What follows belongs to an exercise in optimizing a design on an open flow for a short achievable clock period, few clock cycles per item and low power; a production flow would make more cautious choices.
Only simulation tests tie the RTL to the original design; equivalence was not proved.
No activity file was given, so power comes from the tool's default toggle rates.

File: design/flow/config.mk
export PLATFORM = sky130hd
export DESIGN_NAME = riscv_hart_top
export DESIGN_NICKNAME = riscv_hart_top
export VERILOG_FILES = /design/flow/design.v
export SDC_FILE = /design/flow/constraint.sdc
export NUM_CORES = 4
export LEC_CHECK = 0
export ABC_CLOCK_PERIOD_IN_PS = 3000
export CAP_MARGIN = 30
export CORE_MARGIN = 2
export CORE_UTILIZATION = 40
export CTS_BUF_LIST = sky130_fd_sc_hd__clkbuf_8
export CTS_CLUSTER_DIAMETER = 55
export CTS_CLUSTER_SIZE = 20
export SETUP_SLACK_MARGIN = 5
export SLEW_MARGIN = 30
File: design/flow/constraint.sdc
create_clock -name core_clock -period 9.0 [get_ports {clock_bus_i}]
set_input_delay 1.8000 -clock core_clock [delete_from_list [all_inputs] [get_ports {clock_bus_i}]]
set_output_delay 1.8000 -clock core_clock [all_outputs]
set_load 0.01 [all_outputs]
File: design/flow/design.v
package riscv_hart_pkg;
	localparam int XLEN = 32;
	localparam logic [31:0] PER_BASE = 32'h8000_0000;
	typedef enum logic [6:0] {
		OP     = 7'b0110011,
		OP_IMM = 7'b0010011,
		LUI    = 7'b0110111,
		LOAD   = 7'b0000011,
		STORE  = 7'b0100011,
		BRANCH = 7'b1100011,
		JAL    = 7'b1101111
	} opcode_e;
	typedef enum logic [3:0] {
		ALU_ADD,
		ALU_SUB,
		ALU_AND,
		ALU_OR,
		ALU_XOR,
		ALU_SLT,
		ALU_PASSB,
		ALU_EQ
	} alu_op_e;
	typedef enum logic [3:0] {
		EXC_NONE,
		EXC_ILLEGAL,
		EXC_LOAD_MISALIGN,
		EXC_STORE_MISALIGN
	} exc_e;
	typedef enum logic [2:0] {S_FETCH, S_EXEC, S_MEM, S_WB, S_HALT} core_state_e;
endpackage
`timescale 1ns/1ps
import riscv_hart_pkg::*;
module riscv_alu (
	input  logic            sub_i,    
	input  logic [3:0]      fn_i,     
	input  logic [XLEN-1:0] a_i,
	input  logic [XLEN-1:0] b_i,
	output logic [XLEN-1:0] result_o,
	output logic            equal_o
);
	logic [XLEN-1:0] sum;
	logic            less;
	assign sum     = a_i + b_i + {{(XLEN-1){1'b0}}, sub_i};
	assign less    = (a_i[XLEN-1] == b_i[XLEN-1]) ? a_i[XLEN-1] : sum[XLEN-1];
	assign equal_o = (a_i == b_i);
	always_comb begin
		case (fn_i)
			4'b0001: result_o = {{(XLEN-1){1'b0}}, less};
			4'b0010: result_o = a_i ^ b_i;
			4'b0100: result_o = a_i | b_i;
			4'b1000: result_o = a_i & b_i;
			default: result_o = sum;
		endcase
	end
endmodule
`timescale 1ns/1ps
import riscv_hart_pkg::*;
module riscv_regfile (
	input  logic            clock_bus_i,
	input  logic [4:0]      rs1_addr_i,
	input  logic [4:0]      rs2_addr_i,
	output logic [XLEN-1:0] rs1_data_o,
	output logic [XLEN-1:0] rs2_data_o,
	input  logic            rd_we_i,
	input  logic [4:0]      rd_addr_i,
	input  logic [XLEN-1:0] rd_data_i
);
	logic [XLEN-1:0] regs [1:31];
	always_ff @(posedge clock_bus_i) begin
		if (rd_we_i && rd_addr_i != 5'd0)
			regs[rd_addr_i] <= rd_data_i;
	end
	assign rs1_data_o = (rs1_addr_i == 5'd0) ? '0 : regs[rs1_addr_i];
	assign rs2_data_o = (rs2_addr_i == 5'd0) ? '0 : regs[rs2_addr_i];
endmodule
`timescale 1ns/1ps
import riscv_hart_pkg::*;
module riscv_hart_core #(
	parameter logic [XLEN-1:0] RESET_PC = 32'h0000_0000
) (
	input  logic            clock_bus_i,
	input  logic            reset_i,
	output logic            inst_req_o,
	output logic [XLEN-1:0] inst_addr_o,
	input  logic [XLEN-1:0] inst_data_i,
	input  logic            inst_done_i,
	output logic            data_mreq_o,
	output logic            data_preq_o,
	output logic            data_wren_o,
	output logic [XLEN-1:0] data_addr_o,
	output logic [XLEN-1:0] data_data_o,
	input  logic [XLEN-1:0] mem_data_i,
	input  logic            mem_done_i,
	input  logic [XLEN-1:0] per_data_i,
	output logic [XLEN-1:0] data_ref_addr_o,
	output logic [3:0]      exception_o
);
	logic            f_req;       
	logic            f_busy;      
	logic [XLEN-1:0] f_pc;        
	logic            d_valid;
	logic            d_pred;      
	logic [XLEN-1:0] ir;
	logic [XLEN-1:0] d_pc;
	logic            x_valid;
	logic [XLEN-1:0] x_a, x_b;    
	logic [19:0]     x_imm;       
	logic [XLEN-1:0] x_pc;
	logic [4:0]      x_rd;
	logic            x_we;        
	logic            x_mem, x_st, x_br, x_jal, x_pred, x_bne, x_sub;
	logic            x_misal;     
	logic [3:0]      x_fn;
	logic            m_mreq;      
	logic            m_preq;      
	logic            m_rw;
	logic            m_we;        
	logic [4:0]      m_rd;
	logic [XLEN-1:0] m_addr, m_wdata, m_pc;
	logic [3:0]      exc;
	logic            m_valid;
	assign m_valid = m_mreq | m_preq;
	logic [6:0] opc;
	logic [2:0] f3;
	logic [4:0] rs1, rs2, rd;
	assign opc = ir[6:0];
	assign f3  = ir[14:12];
	assign rs1 = ir[19:15];
	assign rs2 = ir[24:20];
	assign rd  = ir[11:7];
	logic d_op, d_opi, d_lui, d_ld, d_st, d_br, d_jal;
	assign d_op  = (opc == OP);
	assign d_opi = (opc == OP_IMM);
	assign d_lui = (opc == LUI);
	assign d_ld  = (opc == LOAD);
	assign d_st  = (opc == STORE);
	assign d_br  = (opc == BRANCH);
	assign d_jal = (opc == JAL);
	logic d_illegal;
	assign d_illegal = !((d_op && f3 != 3'b001 && f3 != 3'b011 && f3 != 3'b101) ||
	                     (d_opi && (f3 == 3'b000 || f3 == 3'b100 || f3 == 3'b110 || f3 == 3'b111)) ||
	                     d_lui || d_jal ||
	                     ((d_ld || d_st) && f3 == 3'b010) ||
	                     (d_br && f3[2:1] == 2'b00));
	logic d_use1, d_use2, d_we, d_sub;
	assign d_use1 = d_op | d_opi | d_ld | d_st | d_br;
	assign d_use2 = d_op | d_st | d_br;
	assign d_we   = (d_op | d_opi | d_lui | d_ld | d_jal) && (rd != 5'd0);
	assign d_sub  = d_op && (f3 == 3'b010 || (f3 == 3'b000 && ir[30]));
	logic [XLEN-1:0] imm_i, imm_u;
	assign imm_i = {{20{ir[31]}}, ir[31:20]};
	assign imm_u = {ir[31:12], 12'b0};
	logic [XLEN-1:0] rf_a, rf_b;
	logic            rf_we;
	logic [4:0]      rf_wa;
	logic [XLEN-1:0] rf_wd;
	riscv_regfile regfile_inst (
		.clock_bus_i (clock_bus_i),
		.rs1_addr_i  (rs1),
		.rs2_addr_i  (rs2),
		.rs1_data_o  (rf_a),
		.rs2_data_o  (rf_b),
		.rd_we_i     (rf_we),
		.rd_addr_i   (rf_wa),
		.rd_data_i   (rf_wd)
	);
	logic haz;
	assign haz = (x_valid && x_we && ((d_use1 && x_rd == rs1) || (d_use2 && x_rd == rs2))) ||
	             (m_we && ((d_use1 && m_rd == rs1) || (d_use2 && m_rd == rs2)));
	logic [XLEN-1:0] alu_res;
	logic            alu_eq;
	riscv_alu alu_inst (
		.sub_i    (x_sub),
		.fn_i     (x_fn),
		.a_i      (x_a),
		.b_i      (x_b),
		.result_o (alu_res),
		.equal_o  (alu_eq)
	);
	logic [XLEN-1:0] x_addr, x_alt;
	logic            x_mispred;
	assign x_addr    = x_a + {{20{x_imm[11]}}, x_imm[11:0]};
	assign x_alt     = x_pc + (x_pred ? 32'd4 : {{11{x_imm[19]}}, x_imm, 1'b0});
	assign x_mispred = x_jal ? !x_pred : ((alu_eq ^ x_bne) != x_pred);
	logic f_free, f_done;
	assign f_done = f_busy && inst_done_i;
	assign f_free = (!f_busy && !f_req) || f_done;
	logic m_free;
	assign m_free = !m_mreq;
	logic x_ctl, x_done_nb, x_done_ctl, x_redirect, x_handoff, x_exc_pend;
	assign x_ctl      = x_br || x_jal;
	assign x_done_nb  = x_mem ? (m_free && !x_misal) : !(x_we && m_we);    
	assign x_done_ctl = (!x_mispred || f_free) && !(x_we && m_we);
	assign x_redirect = x_valid && x_ctl && x_mispred && f_free && !(x_we && m_we);
	assign x_handoff  = x_valid && x_mem && m_free && !x_misal;
	assign x_exc_pend = x_valid && x_mem && x_misal;
	logic x_free, d_issue;
	assign x_free  = !x_valid || (!x_ctl && x_done_nb);
	assign d_issue = d_valid && !d_illegal && !haz && x_free;
	logic x_wr;
	assign x_wr  = x_valid && x_we && !x_mem && !m_we;
	assign rf_we = m_we || x_wr;
	assign rf_wa = m_we ? m_rd : x_rd;
	assign rf_wd = m_we ? (m_preq ? per_data_i : mem_data_i) : alu_res;
	logic            in_jal, in_pred, in_sign;
	logic [11:0]     in_off;      
	logic [13:0]     in_lo;
	logic [18:0]     hi, hi_inc, hi_dec;
	logic [XLEN-1:0] in_tgt;
	assign in_jal  = (inst_data_i[6:0] == JAL);
	assign in_sign = inst_data_i[31];
	assign in_pred = (in_jal && (inst_data_i[19:12] == {8{in_sign}})) ||
	                 ((inst_data_i[6:0] == BRANCH) && (in_sign || inst_data_i[12]));
	assign in_off  = {in_sign, inst_data_i[3] ? inst_data_i[20] : inst_data_i[7], inst_data_i[30:25],
	                  inst_data_i[3] ? inst_data_i[24:21] : inst_data_i[11:8]};
	assign in_lo   = {1'b0, f_pc[12:0]} + {1'b0, in_off, 1'b0};
	always_comb begin
		logic c, b;
		hi = f_pc[31:13];
		c = 1'b1;
		b = 1'b1;
		for (int i = 0; i < 19; i++) begin
			hi_inc[i] = hi[i] ^ c;
			hi_dec[i] = hi[i] ^ b;
			c = c & hi[i];
			b = b & !hi[i];
		end
	end
	assign in_tgt = {(in_lo[13] == in_sign) ? hi : in_lo[13] ? hi_inc : hi_dec, in_lo[12:0]};
	logic accept, want, f_start, f_busy_n;
	assign accept   = f_done && (!d_valid || d_issue);
	assign f_start  = f_req && !f_busy;
	assign f_busy_n = f_start || (f_busy && !inst_done_i);
	logic       exc_now;
	logic [3:0] exc_code;
	always_comb begin
		exc_now  = 1'b0;
		exc_code = EXC_NONE;
		if (!m_valid && !f_busy && !f_req && (exc == 4'd0)) begin
			if (x_exc_pend) begin
				exc_now  = 1'b1;
				exc_code = x_st ? EXC_STORE_MISALIGN : EXC_LOAD_MISALIGN;
			end else if (!x_valid && d_valid && d_illegal) begin
				exc_now  = 1'b1;
				exc_code = EXC_ILLEGAL;
			end
		end
	end
	assign want = (exc == 4'd0) && !x_exc_pend && !(d_valid && d_illegal && !x_redirect);
	always_ff @(posedge clock_bus_i) begin
		if (reset_i) begin
			f_req   <= 1'b0;
			f_busy  <= 1'b0;
			f_pc    <= RESET_PC;
			d_valid <= 1'b0;
			x_valid <= 1'b0;
			m_mreq  <= 1'b0;
			m_preq  <= 1'b0;
			m_we    <= 1'b0;
			exc     <= EXC_NONE;
		end else begin
			f_busy <= f_busy_n;
			f_req  <= f_busy_n || want;
			if (accept && in_pred && !x_redirect)
				f_pc <= in_tgt;
			else if (x_redirect)
				f_pc <= x_alt;
			else if (accept)
				f_pc <= f_pc + 32'd4;
			if (x_redirect)
				d_valid <= 1'b0;
			else if (accept)
				d_valid <= 1'b1;
			else if (d_issue)
				d_valid <= 1'b0;
			x_valid <= d_issue || (x_valid && !(x_ctl ? x_done_ctl : x_done_nb));
			if (x_handoff) begin
				m_mreq <= !x_addr[31];
				m_preq <= x_addr[31];
				m_we   <= x_we;
			end else if (m_preq || (m_mreq && mem_done_i)) begin
				m_mreq <= 1'b0;
				m_preq <= 1'b0;
				m_we   <= 1'b0;
			end
			if (exc_now)
				exc <= exc_code;
		end
	end
	always_ff @(posedge clock_bus_i) begin
		if (accept) begin
			ir     <= inst_data_i;
			d_pc   <= f_pc;
			d_pred <= in_pred;
		end
		if (x_free) begin
			x_a     <= d_jal ? d_pc : d_lui ? '0 : rf_a;
			x_b     <= d_use2 ? (d_sub ? ~rf_b : rf_b) : d_lui ? imm_u : d_jal ? 32'd4 : imm_i;
			x_imm   <= d_st  ? {{8{ir[31]}}, ir[31:25], ir[11:7]} :
			           d_br  ? {{8{ir[31]}}, ir[31], ir[7], ir[30:25], ir[11:8]} :
			           d_jal ? {ir[31], ir[19:12], ir[20], ir[30:21]} : {{8{ir[31]}}, ir[31:20]};
			x_pc    <= d_pc;
			x_rd    <= rd;
			x_we    <= d_we;
			x_mem   <= d_ld || d_st;
			x_st    <= d_st;
			x_br    <= d_br;
			x_jal   <= d_jal;
			x_pred  <= d_pred;
			x_bne   <= f3[0];
			x_sub   <= d_sub;
			x_misal <= (rf_a[1:0] + (d_st ? ir[8:7] : ir[21:20])) != 2'b00;
			x_fn    <= !(d_op || d_opi)  ? 4'b0000 :
			           (f3 == 3'b010) ? 4'b0001 :
			           (f3 == 3'b100) ? 4'b0010 :
			           (f3 == 3'b110) ? 4'b0100 :
			           (f3 == 3'b111) ? 4'b1000 : 4'b0000;
		end
		if (x_handoff) begin
			m_rw    <= x_st;
			m_rd    <= x_rd;
			m_addr  <= x_addr;
			m_wdata <= x_b;
			m_pc    <= x_pc;
		end
	end
	assign inst_req_o      = f_req;
	assign inst_addr_o     = f_pc;
	assign data_mreq_o     = m_mreq;
	assign data_preq_o     = m_preq;
	assign data_wren_o     = m_rw;
	assign data_addr_o     = m_addr;
	assign data_data_o     = m_wdata;
	assign data_ref_addr_o = m_pc;
	assign exception_o     = exc;
endmodule
`timescale 1ns/1ps
import riscv_hart_pkg::*;
module port_switch (
	input  logic            core_mreq_i,
	input  logic            core_preq_i,
	input  logic            core_wren_i,
	input  logic [XLEN-1:0] core_addr_i,
	input  logic [XLEN-1:0] core_data_i,
	output logic            memory_req_o,
	output logic            memory_wren_o,
	output logic [XLEN-1:0] memory_addr_o,
	output logic [XLEN-1:0] memory_data_o,
	output logic            peripheral_req_o,
	output logic            peripheral_wren_o,
	output logic [XLEN-1:0] peripheral_addr_o,
	output logic [XLEN-1:0] peripheral_data_o
);
	assign memory_req_o      = core_mreq_i;
	assign memory_wren_o     = core_wren_i;
	assign memory_addr_o     = core_addr_i;
	assign memory_data_o     = core_data_i;
	assign peripheral_req_o  = core_preq_i;
	assign peripheral_wren_o = core_wren_i;
	assign peripheral_addr_o = core_addr_i;
	assign peripheral_data_o = core_data_i;
endmodule
`timescale 1ns/1ps
import riscv_hart_pkg::*;
module riscv_hart_top #(
	parameter logic [XLEN-1:0] RESET_PC = 32'h0000_0000
) (
	input  logic            clock_bus_i,
	input  logic            reset_i,
	output logic [3:0]      exception_bus_o,
	output logic [XLEN-1:0] inst_addr_o,
	output logic            mem_req0_o,
	output logic [XLEN-1:0] mem_add0_o,
	input  logic [XLEN-1:0] mem_data0_i,
	input  logic            mem_done0_i,
	output logic            mem_req1_o,
	output logic            mem_rw1_o,
	output logic [XLEN-1:0] mem_add1_o,
	output logic [XLEN-1:0] mem_data1_o,
	input  logic [XLEN-1:0] mem_data1_i,
	input  logic            mem_done1_i,
	output logic            per_req_o,
	output logic            per_rw_o,
	output logic [XLEN-1:0] per_add_o,
	output logic [XLEN-1:0] per_data_o,
	input  logic [XLEN-1:0] per_data_i
);
	logic            hart_mreq;
	logic            hart_preq;
	logic            hart_rw;
	logic [XLEN-1:0] hart_add;
	logic [XLEN-1:0] hart_wdata;
	riscv_hart_core #(
		.RESET_PC (RESET_PC)
	) hart_inst (
		.clock_bus_i     (clock_bus_i),
		.reset_i         (reset_i),
		.inst_req_o      (mem_req0_o),
		.inst_addr_o     (mem_add0_o),
		.inst_data_i     (mem_data0_i),
		.inst_done_i     (mem_done0_i),
		.data_mreq_o     (hart_mreq),
		.data_preq_o     (hart_preq),
		.data_wren_o     (hart_rw),
		.data_addr_o     (hart_add),
		.data_data_o     (hart_wdata),
		.mem_data_i      (mem_data1_i),
		.mem_done_i      (mem_done1_i),
		.per_data_i      (per_data_i),
		.data_ref_addr_o (inst_addr_o),
		.exception_o     (exception_bus_o)
	);
	port_switch peripheral_switch_inst (
		.core_mreq_i       (hart_mreq),
		.core_preq_i       (hart_preq),
		.core_wren_i       (hart_rw),
		.core_addr_i       (hart_add),
		.core_data_i       (hart_wdata),
		.memory_req_o      (mem_req1_o),
		.memory_wren_o     (mem_rw1_o),
		.memory_addr_o     (mem_add1_o),
		.memory_data_o     (mem_data1_o),
		.peripheral_req_o  (per_req_o),
		.peripheral_wren_o (per_rw_o),
		.peripheral_addr_o (per_add_o),
		.peripheral_data_o (per_data_o)
	);
endmodule
File: design/flow/run.sh
#!/bin/bash
# synth_recipe.tcl (not shown) runs the flow's synth.tcl, then flattens the netlist and writes it again
# the make line also repeats each setting of config.mk as NAME=value (left out here)
make -C /OpenROAD-flow-scripts/flow DESIGN_CONFIG=/design/flow/config.mk WORK_HOME=/design/flow/orfs CLKGATE_MAP_FILE= SYNTH_SCRIPT=/design/flow/synth_recipe.tcl finish
==> results of run 1 <==
[area by class of cell]
type / instances / area, sq um
inverter: 110 / 424
sequential: 1344 / 39900
tap: 2204 / 2760
timing repair buffer: 448 / 4420
clock inverter: 102 / 1150
antenna: 4 / 10.0
fill: 14400 / 90400
clock buffer: 119 / 1640
multi-input combinational: 2496 / 26900
[worst min path at each step]
stage / depth (start not counted) / slack, ns / end
5_1_grt: 0 / 0.45 / hart_inst.x_pred
2_1_floorplan: 0 / 0.40 / hart_inst.x_pred
3_5_place_dp: 0 / 0.41 / hart_inst.x_pred
4_1_cts: 0 / 0.44 / hart_inst.x_pred
3_3_place_gp: 0 / 0.40 / hart_inst.x_pred
6_report: 0 / 0.45 / hart_inst.x_pred
[kinds of logic after synthesis]
family	synth area share, %
AND/OR/NAND/NOR	5.00
adder cells (fa/ha/maj)	2.77
AO/OA/AOI/OAI	6.65
XOR/XNOR	1.82
other	0.00554
multiplexers	22.0
buffers and inverters	2.90
flip-flops	58.9
[power breakdown]
| group | switching (mW) | internal (mW) | total [mW] |
|---|---|---|---|
| clock network | 2.53 | 1.55 | 4.08 |
| registers | 0.131 | 7.36 | 7.49 |
| logic | 1.43 | 0.874 | 2.30 |
| total | 4.09 | 9.78 | 13.9 |
[cells in the mapped netlist, types with 63 or more instances]
| cell type | count |
|---|---|
| a21o_1 | 63 |
| a21oi_1 | 273 |
| buf_4 | 67 |
| clkbuf_1 | 185 |
| edfxtp_1 | 1293 |
| ha_1 | 140 |
| inv_1 | 107 |
| mux2i_1 | 169 |
| mux4_2 | 574 |
| nand2_1 | 173 |
| nor2_1 | 247 |
| o21ai_0 | 160 |
| xnor2_1 | 102 |
[cells in the final DEF (no fill, tap or decap), types with 62 or more instances in the layout]
master / n
clkbuf_8: 120
buf_4: 124
a21o_1: 62
mux2i_1: 163
edfxtp_1: 1293
inv_1: 108
nand2_1: 170
nor2_1: 213
mux4_2: 574
a21oi_1: 245
clkdlybuf4s50_1: 285
o21ai_0: 149
xnor2_1: 100
ha_1: 128
[sequential cells by signal (all words and copies together), names as in the netlist, 5 cells and up, named ones only]
signal	count
hart_inst.x_imm	20
hart_inst.m_wdata	32
hart_inst.x_a	32
hart_inst.ir	32
hart_inst.x_pc	32
hart_inst.m_addr	32
hart_inst.x_b	32
hart_inst.m_rd	5
hart_inst.m_pc	32
hart_inst.d_pc	32
hart_inst.x_rd	5
hart_inst.f_pc	32
hart_inst.regfile_inst.regs	992
[stage by stage]
step,cell area [sq um],instances,hold WS (ns)
floorplan,67800,4281,0.400
global placement,73300,6560,0.401
detailed placement,73400,6560,0.410
CTS,76600,6797,0.443
global route,77200,6825,0.454
finish,77200,6827,0.445
[timing repair]
action | CTS | global route
cloned | 2 | 3
hold endpoints to repair | 0 | 0
gates resized for setup | 86 | 64
pin swaps | 14 | 23
setup endpoints to repair | 439 | 417
hold buffers | 0 | 0
buffers inserted | 14 | 23
[per-layer routing]
layer	up-vias	share of wire, %
li1	17700	-
met1	22400	39
met2	2168	48
met3	445	7.9
met4	4	5.1
met5	-	0.088
==> flow_summary_export.csv, run 1 <==
group,metric,value,unit
outcome,outcome,"finished clean",
detailed_routing,routedWlPerCell,32.7,um
pwr,vdd_drop_max,0.141,mV
clocking,tritoncts,"done",
grt,grt_pass1_wl,312,mm
worst_setup_path,crit_chain,"clkbuf_8 > mux4_2 > mux4_2 > mux2i_2 > nor2_1 > xnor2_1 > o21ai_0",
clocking,clk-insertion-delay-late,0.89,ns
floorplanning,die_h,415,um
timing,max_freq,0.248,GHz
clocking,cts-root-buf,"clkbuf_8",
synthesis,netlist.area_leader.share,57.4,%
synthesis,yosys.area.top_type,"edfxtp_1",
worst_setup_path,endpoint_kind,"flip-flop",
pwr,total_power,13.9,mW
final_layout,finish.utilization,46.1,%
worst_setup_path,crit_type,"flip-flop to flip-flop",
synthesis,syn_area_per_cell,15.8,sq um
placed_design,port_buffers,298,
synthesis,ys_warn_count,3,
worst_setup_path,r2r_cells,7,
grt,overflow,0,
floorplanning,die_x,415,um
timing,setup_viol,0,
worst_setup_path,arrival,4.59,ns
placed_design,place_ws,3.05,ns
grt,grt_max_degree,134,
timing,hold_viol,0,
clocking,clockBufferDepth,3,
hold_path,hp-start,"hart_inst.d_pred",
floorplanning,coreArea,168000,sq um
clocking,cts.sinks,1344,
detailed_routing,drtIter0Drc,5389,
grt,grt.busiest_layer,"met2",
hold_path,hp-class,"flip-flop to flip-flop",
grt,grt_pass1_vias,41600,
worst_setup_path,cp_max_fo,36,
synthesis,synth_edf_count,1293,
timing,drv_slew,0,
detailed_routing,remaining_drc_errors,0,
worst_setup_path,critPathBufInv,1,
worst_setup_path,r2r-end,"hart_inst.x_b[1]",
detailed_routing,postRouteAntennaNets,0,
synthesis,ys_ff_latch,1344,
synthesis,ys_seq_area_share,58.9,%
floorplanning,row_count,150,
timing,max_slew_margin,3.00,%
pwr,p_leak,25.5,nW
synthesis,synth.top_cells.by_area,"edfxtp_1 57%, mux4_2 19%, ha_1 2.6%, mux2i_1 2.5%, a21oi_1 2.0%",
timing,tns,0,ns
worst_setup_path,endpoint,"hart_inst.x_b[1]",
timing,min_period,4.03,ns
worst_setup_path,critPathLaunchType,"flip-flop",
grt,antenna_found_initial,7,
worst_setup_path,crit_path_max_incr_delay,0.73,ns
final_layout,areaGrowthSynthToFinish,14.1,%
synthesis,synth_cell_types,86,
detailed_routing,drt-total-wl,223,mm
clocking,cts_max_level,3,
final_layout,nets,4763,
worst_setup_path,slowest_stage,"dfxtp_4",
grt,grt_usage,25.3,%
worst_setup_path,path_depth,7,
placed_design,dp_hpwl,137,mm
timing,tightest_slew,1.41,ns
worst_setup_path,r2r_setup_slack,4.97,ns
synthesis,ys.flop_type,"edfxtp_1",
floorplanning,start_util,40.4,%
clocking,cts_made_buffers,117,
synthesis,netlist_area,67700,sq um
grt,use_met3,3.43,%
synthesis,syn_inst,4280,
clocking,path_clk_slew,0.11,ns
floorplanning,die_area,172000,sq um
detailed_routing,via_count,42800,
timing,skew,0.0561,ns
detailed_routing,vias_per_cell,6.26,
final_layout,drive_gt1_share,24.7,%
grt,grt_util_met2,41.1,%
timing,fin_ws,4.97,ns
pwr,p_per_area,180,nW/um^2
worst_setup_path,cp_common_cell,"mux4_2",
synthesis,async_flop_share,0,%
timing,min_period_over_period,44.8,%
detailed_routing,drt_first_pass_iters,7,
floorplanning,pin_count,301,
timing,grt_setup_unrepaired,"yes",
worst_setup_path,cp_top_family,"multiplexers",
placed_design,gp_congestion,0.931,
grt,grt_util_met1,33.8,%
worst_setup_path,worstPathRequired,9.56,ns
job,drv_cap,0,
Testbench counts, summed over its fixed seeds: cycles 31,496, instrs 15,403.
==> run 2: changes to the inputs <==
--- a/design/flow/design.v
+++ b/design/flow/design.v
@@ -250,5 +250,5 @@
 	always_ff @(posedge clock_bus_i) begin
 		if (reset_i) begin
-			f_req   <= 1'b0;
+			f_req   <= 1'b1;    
 			f_busy  <= 1'b0;
 			f_pc    <= RESET_PC;
==> design/flow/flow/run.sh (new file) <==
#!/bin/bash
set -euo pipefail
sed -e 's/SETUP_SLACK_MARGIN=[0-9.]*/SETUP_SLACK_MARGIN=5.5 BUFFER_PORTS_ARGS="-buffer_cell sky130_fd_sc_hd__buf_2"/' standard.sh > standard_custom.sh
grep -c BUFFER_PORTS_ARGS standard_custom.sh
bash standard_custom.sh > standard.log 2>&1
==> design/flow/standard.sh (new file) <==
#!/bin/bash
# synth_recipe.tcl (not shown) runs the flow's synth.tcl, then flattens the netlist and writes it again
# the make line also repeats each setting of config.mk as NAME=value (left out here)
make -C /OpenROAD-flow-scripts/flow DESIGN_CONFIG=/design/flow/config.mk WORK_HOME=/design/flow/orfs CLKGATE_MAP_FILE= SYNTH_SCRIPT=/design/flow/synth_recipe.tcl "${@:-finish}"
--- a/design/flow/config.mk
+++ b/design/flow/config.mk
@@ -11,6 +11,6 @@
 export CORE_UTILIZATION = 40
 export CTS_BUF_LIST = sky130_fd_sc_hd__clkbuf_8
-export CTS_CLUSTER_DIAMETER = 55
-export CTS_CLUSTER_SIZE = 20
+export CTS_CLUSTER_DIAMETER = 50
+export CTS_CLUSTER_SIZE = 16
 export SETUP_SLACK_MARGIN = 5
 export SLEW_MARGIN = 30
removed: design/flow/run.sh
==> run 2 against run 1 <==
  * Still clean
  * Setup slack worse by 0.049 ns
  * Sequential share of layout area down 1.5 points
  * Count of clock-buffer cells in the layout up 26
  * Total power up 14%
==> flow_summary_export.csv, run 2 <==
group,metric,value,unit
outcome,outcome,"finished clean",
detailed_routing,m1WireLength,86.4,mm
detailed_routing,remaining_drc_errors,0,
hold_path,min_to,"hart_inst.m_pc[21]",
final_layout,nets,4949,
timing,max_freq,0.245,GHz
pwr,p_per_area,198,nW/um^2
final_layout,final_area,79600,sq um
synthesis,async_flop_share,0,%
final_layout,largest_reg_flops,992,
clocking,cts_max_level,4,
clocking,clockBufferDepth,3,
final_layout,layout_common_cells,"1293 x edfxtp_1, 575 x mux4_2, 297 x buf_2, 216 x nor2_1, 191 x buf_4",
placed_design,place_ws,3.42,ns
placed_design,port_buffers,298,
synthesis,syn_area_per_cell,15.9,sq um
placed_design,placed_cell_area,72100,sq um
pwr,vdd_drop_max,0.176,mV
detailed_routing,drt-total-wl,226,mm
final_layout,stdcell_count,7019,
timing,skew,0.0671,ns
hold_path,hold_depth,0,
synthesis,synth_edf_count,1293,
clocking,path_clk_slew,0.09,ns
floorplanning,die_area,173000,sq um
synthesis,ys_ff_latch,1344,
floorplanning,die_x,415,um
synthesis,netlist_area,67700,sq um
timing,setup_viol,0,
worst_setup_path,critPathLaunchType,"input pin",
timing,grt_setup_unrepaired,"yes",
synthesis,ys_seq_area_share,58.9,%
synthesis,ys.flop_type,"edfxtp_1",
timing,whs,0.457,ns
timing,min_period_over_period,45.3,%
timing,hold_viol,0,
synthesis,yosys.area.top_type,"edfxtp_1",
hold_path,hp-class,"flip-flop to flip-flop",
worst_setup_path,crit_path_max_incr_delay,0.48,ns
clocking,cts_hold_buf,0,
detailed_routing,routedWlPerCell,32.2,um
detailed_routing,routed.top_layer,"met4",
clocking,clk-insertion-delay-late,0.93,ns
synthesis,ys_warn_count,3,
timing,drv_slew,0,
clocking,cts.sinks,1344,
pwr,total_power,15.8,mW
synthesis,synth_cell_types,99,
synthesis,syn_inst,4255,
worst_setup_path,crit_type,"input pin to flip-flop",
timing,fin_ws,4.92,ns
final_layout,final_common_cell,"edfxtp_1",
worst_setup_path,r2r-end,"hart_inst.regfile_inst.regs[18][0]",
synthesis,netlist.area_leader.share,57.3,%
grt,overflow,0,
placed_design,dp_hpwl,132,mm
final_layout,top_register,"hart_inst.regfile_inst.regs",
final_layout,fill_cells,14200,
floorplanning,die_h,415,um
worst_setup_path,worstPathRequired,9.83,ns
grt,grt_pass1_wl,311,mm
final_layout,drive_gt1_share,37.4,%
final_layout,finish.utilization,47.5,%
worst_setup_path,r2r_cells,17,
clocking,cts-root-buf,"clkbuf_8",
worst_setup_path,crit_chain,"buf_12 > mux2_4 > ha_4 > inv_2 > fa_2 > nor2b_2 > o31a_1 > o31ai_4 > buf_4 > o211ai_1 > nand3_1 > a311o_2 > buf_12 > buf_6 > or4_4 > o211ai_1",
timing,tightest_slew,1.29,ns
timing,min_period,4.08,ns
detailed_routing,via_count,43900,
worst_setup_path,slowest_stage,"a311o_2",
floorplanning,row_count,150,
worst_setup_path,cp_max_fo,5,
grt,antenna_found_initial,9,
timing,max_slew_margin,11.3,%
timing,tns,0,ns
synthesis,synth.top_cells.by_area,"edfxtp_1 57%, mux4_2 19%, ha_1 2.6%, mux2i_1 2.6%, a21oi_1 1.6%",
floorplanning,coreArea,168000,sq um
job,drv_cap,0,
detailed_routing,drt_first_pass_iters,6,
detailed_routing,drtIter0Drc,5763,
grt,grt_usage,25.2,%
worst_setup_path,critPathBufInv,5,
hold_path,hp-start,"hart_inst.x_pc[21]",
final_layout,areaGrowthSynthToFinish,17.6,%
worst_setup_path,endpoint_kind,"flip-flop",
detailed_routing,postRouteAntennaNets,0,
detailed_routing,vias_per_cell,6.26,
placed_design,dp_cells,6535,
clocking,cts_made_buffers,137,
detailed_routing,route.met3.wl,23.2,mm
floorplanning,pin_count,301,
synthesis,yosysMostFrequentCell,"edfxtp_1",
grt,grt_max_degree,138,
floorplanning,start_util,40.4,%
detailed_routing,routed-wl-met2,106,mm
worst_setup_path,cp_top_family,"compound AO/OA/AOI/OAI gates",
worst_setup_path,arrival,4.91,ns
clocking,tritoncts,"done",
worst_setup_path,r2r_start,"hart_inst.x_b[7]",
worst_setup_path,r2r_setup_slack,5.17,ns
pwr,p_leak,27.0,nW
grt,grt_pass1_vias,42000,
placed_design,gp_congestion,0.936,
synthesis,synth_common_cells,"1293 x edfxtp_1, 575 x mux4_2, 250 x nor2_1, 223 x a21oi_1, 191 x clkbuf_1",
==> run 2: changes by cell type after synthesis, moves of 13 or more <==
cell     previous run  this run
a21oi_1           273       223
inv_1             107       121
xnor2_1           102       118
buf_2              25        11
a21o_1             63        50
xor2_1             39        18
==> run 2: final cells by class <==
class	count	area (sq um)	area share, %
sequential	1344	39900	50.1
multi-input combinational	2468	27900	35.0
timing repair buffer	628	5440	6.83
tap	2204	2760	3.46
clock buffer	145	2000	2.51
clock inverter	99	1110	1.39
inverter	123	480	0.603
antenna	7	17.5	0.0220
timing repair inverter	1	8.76	0.0110
==> run 2: how the worst max path moves through the flow <==
stage                         endpoint               from  cells past startpoint  slack (ns)
floorplan           hart_inst.f_pc[28]  hart_inst.x_misal                      8        3.00
global route        hart_inst.f_pc[31]     mem_data0_i[3]                     16        4.83
finish              hart_inst.f_pc[31]     mem_data0_i[3]                     16        4.92
global placement    hart_inst.f_pc[22]     mem_data0_i[3]                     16        3.38
CTS                 hart_inst.f_pc[31]     mem_data0_i[3]                     16        5.02
detailed placement  hart_inst.f_pc[22]     mem_data0_i[3]                     16        3.42
==> run 2: where the power goes <==
part | leakage (nW) | switching [mW] | internal (mW)
Combinational | 13.1 | 2.07 | 1.64
Clock | 1.54 | 2.42 | 2.01
Sequential | 12.3 | 0.133 | 7.50
Total | 27.0 | 4.62 | 11.2
==> run 2: logic make-up after synthesis <==
kind of cell	after synthesis	synth area share [%]
flip-flops	1344	58.9
multiplexers	771	22.1
AO/OA/AOI/OAI	705	6.65
AND/OR/NAND/NOR	698	4.94
buffers and inverters	454	2.96
adder cells (fa/ha/maj)	146	2.76
XOR/XNOR	136	1.76
other	1	0.00554
==> run 2: worst register-to-register path, cell delays in order (launching register included) <==
cell,delay (ns)
edfxtp_1,0.51
buf_4,0.18
ha_1,0.24
a21oi_4,0.18
o21ai_2,0.08
nor2_1,0.13
a21oi_2,0.08
o21a_1,0.20
a221o_1,0.36
a221oi_2,0.30
o21ai_2,0.13
fa_2,0.38
o21ai_2,0.17
a221oi_4,0.10
buf_12,0.16
buf_12,0.13
a21oi_4,0.20
buf_6,0.16
==> run 2: routing by layer <==
metal / vias up / global-route usage, %
met2: 2506 / 40.3
met4: 0 / 10.3
li1: 18100 / -
met3: 410 / 4.70
met5: - / 0
met1: 22900 / 34.0
==> run 2: what timing repair did <==
item / CTS / global route
buffers inserted: 132 / 51
gates resized for setup: 216 / 197
gates cloned: 24 / 24
setup endpoints to repair: 1565 / 806
pin swaps: 72 / 84
Testbench counts of run 2, summed over its fixed seeds: cycles 31,480, instrs 15,403.
==> run 3: changes to the inputs <==
--- a/design/flow/design.v
+++ b/design/flow/design.v
@@ -41,6 +41,6 @@
 	logic [XLEN-1:0] sum;
 	logic            less;
-	assign sum     = a_i + b_i + {{(XLEN-1){1'b0}}, sub_i};
-	assign less    = (a_i[XLEN-1] == b_i[XLEN-1]) ? a_i[XLEN-1] : sum[XLEN-1];
+	assign sum     = a_i + (sub_i ? ~b_i : b_i) + {{(XLEN-1){1'b0}}, sub_i};
+	assign less    = (a_i[XLEN-1] ^ b_i[XLEN-1]) ? a_i[XLEN-1] : sum[XLEN-1];
 	assign equal_o = (a_i == b_i);
 	always_comb begin
@@ -104,6 +104,6 @@
 	logic [XLEN-1:0] d_pc;
 	logic            x_valid;
-	logic [XLEN-1:0] x_a, x_b;    
-	logic [19:0]     x_imm;       
+	logic [XLEN-1:0] x_a, x_b;
+	logic [11:0]     x_imm;       
 	logic [XLEN-1:0] x_pc;
 	logic [4:0]      x_rd;
@@ -112,4 +112,7 @@
 	logic            x_misal;     
 	logic [3:0]      x_fn;
+	logic            w_valid;
+	logic [4:0]      w_rd;
+	logic [XLEN-1:0] w_res;
 	logic            m_mreq;      
 	logic            m_preq;      
@@ -148,7 +151,8 @@
 	assign d_we   = (d_op | d_opi | d_lui | d_ld | d_jal) && (rd != 5'd0);
 	assign d_sub  = d_op && (f3 == 3'b010 || (f3 == 3'b000 && ir[30]));
-	logic [XLEN-1:0] imm_i, imm_u;
+	logic [XLEN-1:0] imm_i, imm_u, imm_j;
 	assign imm_i = {{20{ir[31]}}, ir[31:20]};
 	assign imm_u = {ir[31:12], 12'b0};
+	assign imm_j = {{11{ir[31]}}, ir[31], ir[19:12], ir[20], ir[30:21], 1'b0};
 	logic [XLEN-1:0] rf_a, rf_b;
 	logic            rf_we;
@@ -165,4 +169,7 @@
 		.rd_data_i   (rf_wd)
 	);
+	logic [XLEN-1:0] op_a, op_b;
+	assign op_a = (w_valid && w_rd == rs1) ? w_res : rf_a;
+	assign op_b = (w_valid && w_rd == rs2) ? w_res : rf_b;
 	logic haz;
 	assign haz = (x_valid && x_we && ((d_use1 && x_rd == rs1) || (d_use2 && x_rd == rs2))) ||
@@ -180,6 +187,6 @@
 	logic [XLEN-1:0] x_addr, x_alt;
 	logic            x_mispred;
-	assign x_addr    = x_a + {{20{x_imm[11]}}, x_imm[11:0]};
-	assign x_alt     = x_pc + (x_pred ? 32'd4 : {{11{x_imm[19]}}, x_imm, 1'b0});
+	assign x_addr    = x_a + {{20{x_imm[11]}}, x_imm};
+	assign x_alt     = x_pc + ((x_pred || x_jal) ? 32'd4 : {{19{x_imm[11]}}, x_imm, 1'b0});
 	assign x_mispred = x_jal ? !x_pred : ((alu_eq ^ x_bne) != x_pred);
 	logic f_free, f_done;
@@ -199,8 +206,8 @@
 	assign d_issue = d_valid && !d_illegal && !haz && x_free;
 	logic x_wr;
-	assign x_wr  = x_valid && x_we && !x_mem && !m_we;
-	assign rf_we = m_we || x_wr;
-	assign rf_wa = m_we ? m_rd : x_rd;
-	assign rf_wd = m_we ? (m_preq ? per_data_i : mem_data_i) : alu_res;
+	assign x_wr  = x_valid && x_we && !x_mem && !m_we && (!x_jal || !x_mispred || f_free);
+	assign rf_we = m_we || w_valid;
+	assign rf_wa = m_we ? m_rd : w_rd;
+	assign rf_wd = m_we ? (m_preq ? per_data_i : mem_data_i) : w_res;
 	logic            in_jal, in_pred, in_sign;
 	logic [11:0]     in_off;      
@@ -250,9 +257,10 @@
 	always_ff @(posedge clock_bus_i) begin
 		if (reset_i) begin
-			f_req   <= 1'b1;    
+			f_req   <= 1'b0;
 			f_busy  <= 1'b0;
 			f_pc    <= RESET_PC;
 			d_valid <= 1'b0;
 			x_valid <= 1'b0;
+			w_valid <= 1'b0;
 			m_mreq  <= 1'b0;
 			m_preq  <= 1'b0;
@@ -265,5 +273,5 @@
 				f_pc <= in_tgt;
 			else if (x_redirect)
-				f_pc <= x_alt;
+				f_pc <= x_jal ? alu_res : x_alt;
 			else if (accept)
 				f_pc <= f_pc + 32'd4;
@@ -275,4 +283,5 @@
 				d_valid <= 1'b0;
 			x_valid <= d_issue || (x_valid && !(x_ctl ? x_done_ctl : x_done_nb));
+			w_valid <= x_wr;
 			if (x_handoff) begin
 				m_mreq <= !x_addr[31];
@@ -295,9 +304,7 @@
 		end
 		if (x_free) begin
-			x_a     <= d_jal ? d_pc : d_lui ? '0 : rf_a;
-			x_b     <= d_use2 ? (d_sub ? ~rf_b : rf_b) : d_lui ? imm_u : d_jal ? 32'd4 : imm_i;
-			x_imm   <= d_st  ? {{8{ir[31]}}, ir[31:25], ir[11:7]} :
-			           d_br  ? {{8{ir[31]}}, ir[31], ir[7], ir[30:25], ir[11:8]} :
-			           d_jal ? {ir[31], ir[19:12], ir[20], ir[30:21]} : {{8{ir[31]}}, ir[31:20]};
+			x_a     <= d_jal ? d_pc : d_lui ? '0 : op_a;
+			x_b     <= d_use2 ? op_b : d_lui ? imm_u : d_jal ? imm_j : imm_i;
+			x_imm   <= d_st ? {ir[31:25], ir[11:7]} : d_br ? {ir[31], ir[7], ir[30:25], ir[11:8]} : ir[31:20];
 			x_pc    <= d_pc;
 			x_rd    <= rd;
@@ -310,5 +317,5 @@
 			x_bne   <= f3[0];
 			x_sub   <= d_sub;
-			x_misal <= (rf_a[1:0] + (d_st ? ir[8:7] : ir[21:20])) != 2'b00;
+			x_misal <= (op_a[1:0] + (d_st ? ir[8:7] : ir[21:20])) != 2'b00;
 			x_fn    <= !(d_op || d_opi)  ? 4'b0000 :
 			           (f3 == 3'b010) ? 4'b0001 :
@@ -317,4 +324,6 @@
 			           (f3 == 3'b111) ? 4'b1000 : 4'b0000;
 		end
+		w_rd  <= x_rd;
+		w_res <= x_jal ? x_alt : alu_res;
 		if (x_handoff) begin
 			m_rw    <= x_st;
==> design/flow/run.sh (new file) <==
#!/bin/bash
# synth_recipe.tcl (not shown) runs the flow's synth.tcl, then flattens the netlist and writes it again
# the make line also repeats each setting of config.mk as NAME=value (left out here)
make -C /OpenROAD-flow-scripts/flow DESIGN_CONFIG=/design/flow/config.mk WORK_HOME=/design/flow/orfs CLKGATE_MAP_FILE= SYNTH_SCRIPT=/design/flow/synth_recipe.tcl finish
removed: design/flow/flow/run.sh
removed: design/flow/standard.sh
==> run 3 against run 2 <==
  * Sequential cell count grew 30
  * Sequential power increased by 5.1%
  * Clock skew grew 0.015 ns
  * Critical path depth down 2
  * Clock power increased by 2%
  * Setup slack better by 0.062 ns
  * Via count is 4.6% higher
  * Count of clock-buffer cells in the layout rose by 5
  * Sequential share of layout area decreased by 0.16 points
  * Largest cell class unchanged
  * Largest power group unchanged
==> flow_summary_export.csv, run 3 <==
group,metric,value,unit
pwr,power_frac_clock,29.0,%
job,drv_cap,0,
clocking,tritoncts,"done",
hold_path,hp-start,"hart_inst.d_pc[12]",
detailed_routing,routedWlPerCell,32.8,um
worst_setup_path,r2r_cells,13,
synthesis,syn_inst,4685,
grt,grt_pass1_wl,339,mm
synthesis,ys_ff_latch,1374,
grt,antenna_found_initial,6,
placed_design,dp_hpwl,151,mm
placed_design,dp_cells,7054,
floorplanning,coreArea,176000,sq um
final_layout,layout_common_cells,"1285 x edfxtp_1, 566 x mux4_2, 306 x nor2_1, 284 x clkdlybuf4s50_1, 277 x a21oi_1",
clocking,clk-insertion-delay-late,0.96,ns
timing,max_slew_margin,26.8,%
timing,setup_viol,0,
synthesis,ys.flop_type,"edfxtp_1",
clocking,path_clk_slew,0.09,ns
worst_setup_path,critPathLaunchType,"input pin",
worst_setup_path,critPathLaunch,"mem_data0_i[7]",
detailed_routing,drtIter0Drc,5208,
placed_design,port_buffers,298,
worst_setup_path,arrival,4.88,ns
final_layout,final_common_cell,"edfxtp_1",
synthesis,synth.top_cells.by_area,"edfxtp_1 55%, mux4_2 18%, ha_1 3.0%, dfxtp_1 2.5%, mux2i_1 2.5%",
clocking,cts_max_level,4,
synthesis,synth_edf_count,1285,
pwr,vdd_drop_max,0.169,mV
detailed_routing,drt-total-wl,243,mm
final_layout,final_area,80900,sq um
worst_setup_path,r2r-end,"hart_inst.f_pc[0]",
pwr,switching_share,30.7,%
synthesis,netlist_area,70500,sq um
final_layout,top_register,"hart_inst.regfile_inst.regs",
timing,tns,0,ns
timing,max_freq,0.249,GHz
clocking,cts_made_buffers,144,
timing,tightest_slew,1.09,ns
clocking,cts_hold_buf,0,
timing,min_period_over_period,44.6,%
detailed_routing,vias_per_cell,6.21,
synthesis,async_flop_share,0,%
synthesis,synth_cell_types,95,
final_layout,nets,5225,
detailed_routing,remaining_drc_errors,0,
synthesis,yosysMostFrequentCell,"edfxtp_1",
clocking,cts-root-buf,"clkbuf_8",
synthesis,yosys.area.top_type,"edfxtp_1",
pwr,p_per_area,192,nW/um^2
timing,skew,0.0822,ns
final_layout,stdcell_count,7409,
floorplanning,die_x,424,um
detailed_routing,via_count,46000,
pwr,p_sw,4.78,mW
grt,grt_usage,26.6,%
pwr,p_comb_share,19.4,%
placed_design,placed_cell_area,76100,sq um
grt,grt_max_degree,114,
grt,overflow,0,
worst_setup_path,worstPathRequired,9.86,ns
grt,grt_pass1_vias,45000,
final_layout,largest_reg_flops,992,
timing,hold_viol,0,
worst_setup_path,endpoint_kind,"flip-flop",
pwr,p_leak,27.0,nW
floorplanning,die_area,180000,sq um
hold_path,hold_depth,0,
synthesis,ys_warn_count,3,
clocking,clockBufferDepth,3,
floorplanning,row_count,154,
timing,grt_setup_unrepaired,"yes",
timing,min_period,4.02,ns
worst_setup_path,r2r_start,"hart_inst.x_sub",
worst_setup_path,r2r_setup_slack,4.99,ns
synthesis,synth_common_cells,"1285 x edfxtp_1, 566 x mux4_2, 340 x nor2_1, 316 x a21oi_1, 209 x nand2_1",
worst_setup_path,endpoint,"hart_inst.f_pc[20]",
synthesis,ys_seq_area_share,57.3,%
floorplanning,pin_count,301,
floorplanning,die_h,424,um
placed_design,place_ws,2.57,ns
hold_path,hp-class,"flip-flop to flip-flop",
synthesis,syn_area_per_cell,15.0,sq um
worst_setup_path,cp_max_fo,8,
outcome,outcome,"finished clean",
synthesis,netlist.area_leader.share,54.8,%
final_layout,drive_gt1_share,24.4,%
pwr,seqPwrFrac,51.6,%
final_layout,areaGrowthSynthToFinish,14.8,%
timing,drv_slew,0,
floorplanning,start_util,40.1,%
worst_setup_path,crit_type,"input pin to flip-flop",
clocking,cts.sinks,1374,
placed_design,gp_congestion,0.979,
detailed_routing,postRouteAntennaNets,0,
timing,fin_ws,4.98,ns
pwr,p_int,10.8,mW
detailed_routing,drt_first_pass_iters,9,
==> run 3: layout make-up <==
| class | count | area [sq um] |
|---|---|---|
| inverters | 117 | 449 |
| clock inverters | 108 | 1130 |
| well taps | 2340 | 2930 |
| multi-input cells | 2831 | 29000 |
| repair buffers | 483 | 4850 |
| flip-flops and latches | 1374 | 40400 |
| fillers | 15100 | 94600 |
| clock buffers | 150 | 2060 |
| diodes | 6 | 15.0 |
==> run 3: metrics by stage <==
step	hold slack (ns)	util (%)	total power, mW
3_3_place_gp	0.435	43.3	10.9
2_1_floorplan	0.400	-	9.74
5_1_grt	0.493	46.1	16.1
4_1_cts	0.456	45.7	15.5
6_report	0.460	46.1	15.6
3_5_place_dp	0.434	43.4	11.0
==> run 3: worst min-delay path by stage <==
stage / slack, ns / endpoint
6_report: 0.46 / hart_inst.x_pc[12]
5_1_grt: 0.49 / hart_inst.x_pc[12]
4_1_cts: 0.46 / hart_inst.x_pc[12]
3_5_place_dp: 0.43 / hart_inst.x_pc[12]
3_3_place_gp: 0.43 / hart_inst.x_pc[4]
2_1_floorplan: 0.40 / hart_inst.x_pred
==> run 3: worst max-delay path, stage by stage <==
cell             delay [ns]
clkdlybuf4s50_1        0.47
mux2_2                 0.33
ha_2                   0.43
nand2_1                0.07
o21ai_0                0.23
a41oi_2                0.10
o21a_2                 0.22
o211ai_1               0.17
buf_4                  0.18
buf_4                  0.11
nand2_2                0.08
a2bb2oi_2              0.18
or4_1                  0.41
nand3_1                0.09
==> run 3: cells by family (layout without fill, tap and decap cells) <==
kind of cell / after synthesis / in the layout / share of synthesized area [%]
flip-flops: 1374 / 1374 / 57.3
AO/OA/AOI/OAI: 867 / 870 / 7.86
AND/OR/NAND/NOR: 847 / 848 / 5.55
multiplexers: 764 / 764 / 20.9
buffers and inverters: 485 / 858 / 3.05
adder cells (fa/ha/maj): 175 / 175 / 3.15
XOR/XNOR: 172 / 172 / 2.16
other: 1 / 8 / 0.00532
==> run 3: metal layers <==
layer / vias to the layer above / routed length, um / global-route usage [%]
met5: - / 13 / 0
met4: 2 / 18700 / 17.6
li1: 19300 / - / -
met3: 622 / 18000 / 4.23
met2: 2331 / 119000 / 44.0
met1: 23800 / 87100 / 32.2
==> run 3: power by group through the flow <==
stage               clock, mW  combinational (mW)  sequential [mW]
floorplan                   0                1.75             7.99
global placement            0                2.75             8.19
detailed placement          0                2.82             8.18
CTS                      4.60                2.90             8.03
global route             4.82                3.22             8.03
finish                   4.52                3.01             8.03
==> run 3: what timing repair did <==
item	4_1_cts	5_1_grt
gates cloned	6	3
setup endpoints to repair	100	92
setup buffers	38	43
pin swaps	20	17
gates resized for setup	108	72
Testbench counts of run 3, summed over its fixed seeds: cycles 31,496, instrs 15,403.

==> re-timing with driven ports <==
The results above use ideal ports. As a check the final layouts listed here were re-extracted and re-timed, cells and wires unchanged. Step 1 assumes that a clkbuf_16 drives the clock port and a buf_2 every other input. Step 2 moves the port delays by t, midway between the first and last clock arrival at a register: inputs arrive t later, outputs are due t later. That takes back most of the time a late clock gives input paths. Slacks: ideal ports / drivers / drivers and shift; pairs: ideal ports / drivers.
run | t (ns) | slack for setup (ns) | worst setup path at the end | worst register clock-pin slew, ns | worst data-port slew with drivers (ns)
run 1 | 0.938 | 4.970 / 4.956 / 4.084 | input to register | 0.12 / 0.12 | 0.32
run 2 | 0.978 | 4.921 / 4.950 / 3.972 | input to register | 0.11 / 0.11 | 0.07
run 3 | 1.000 | 4.983 / 4.874 / 3.874 | input to register | 0.11 / 0.11 | 0.23
After both steps every run listed still meets setup and hold. For run 3, which loses most, drivers alone change the setup slack by -0.109 ns; drivers and shift together by -1.109 ns.
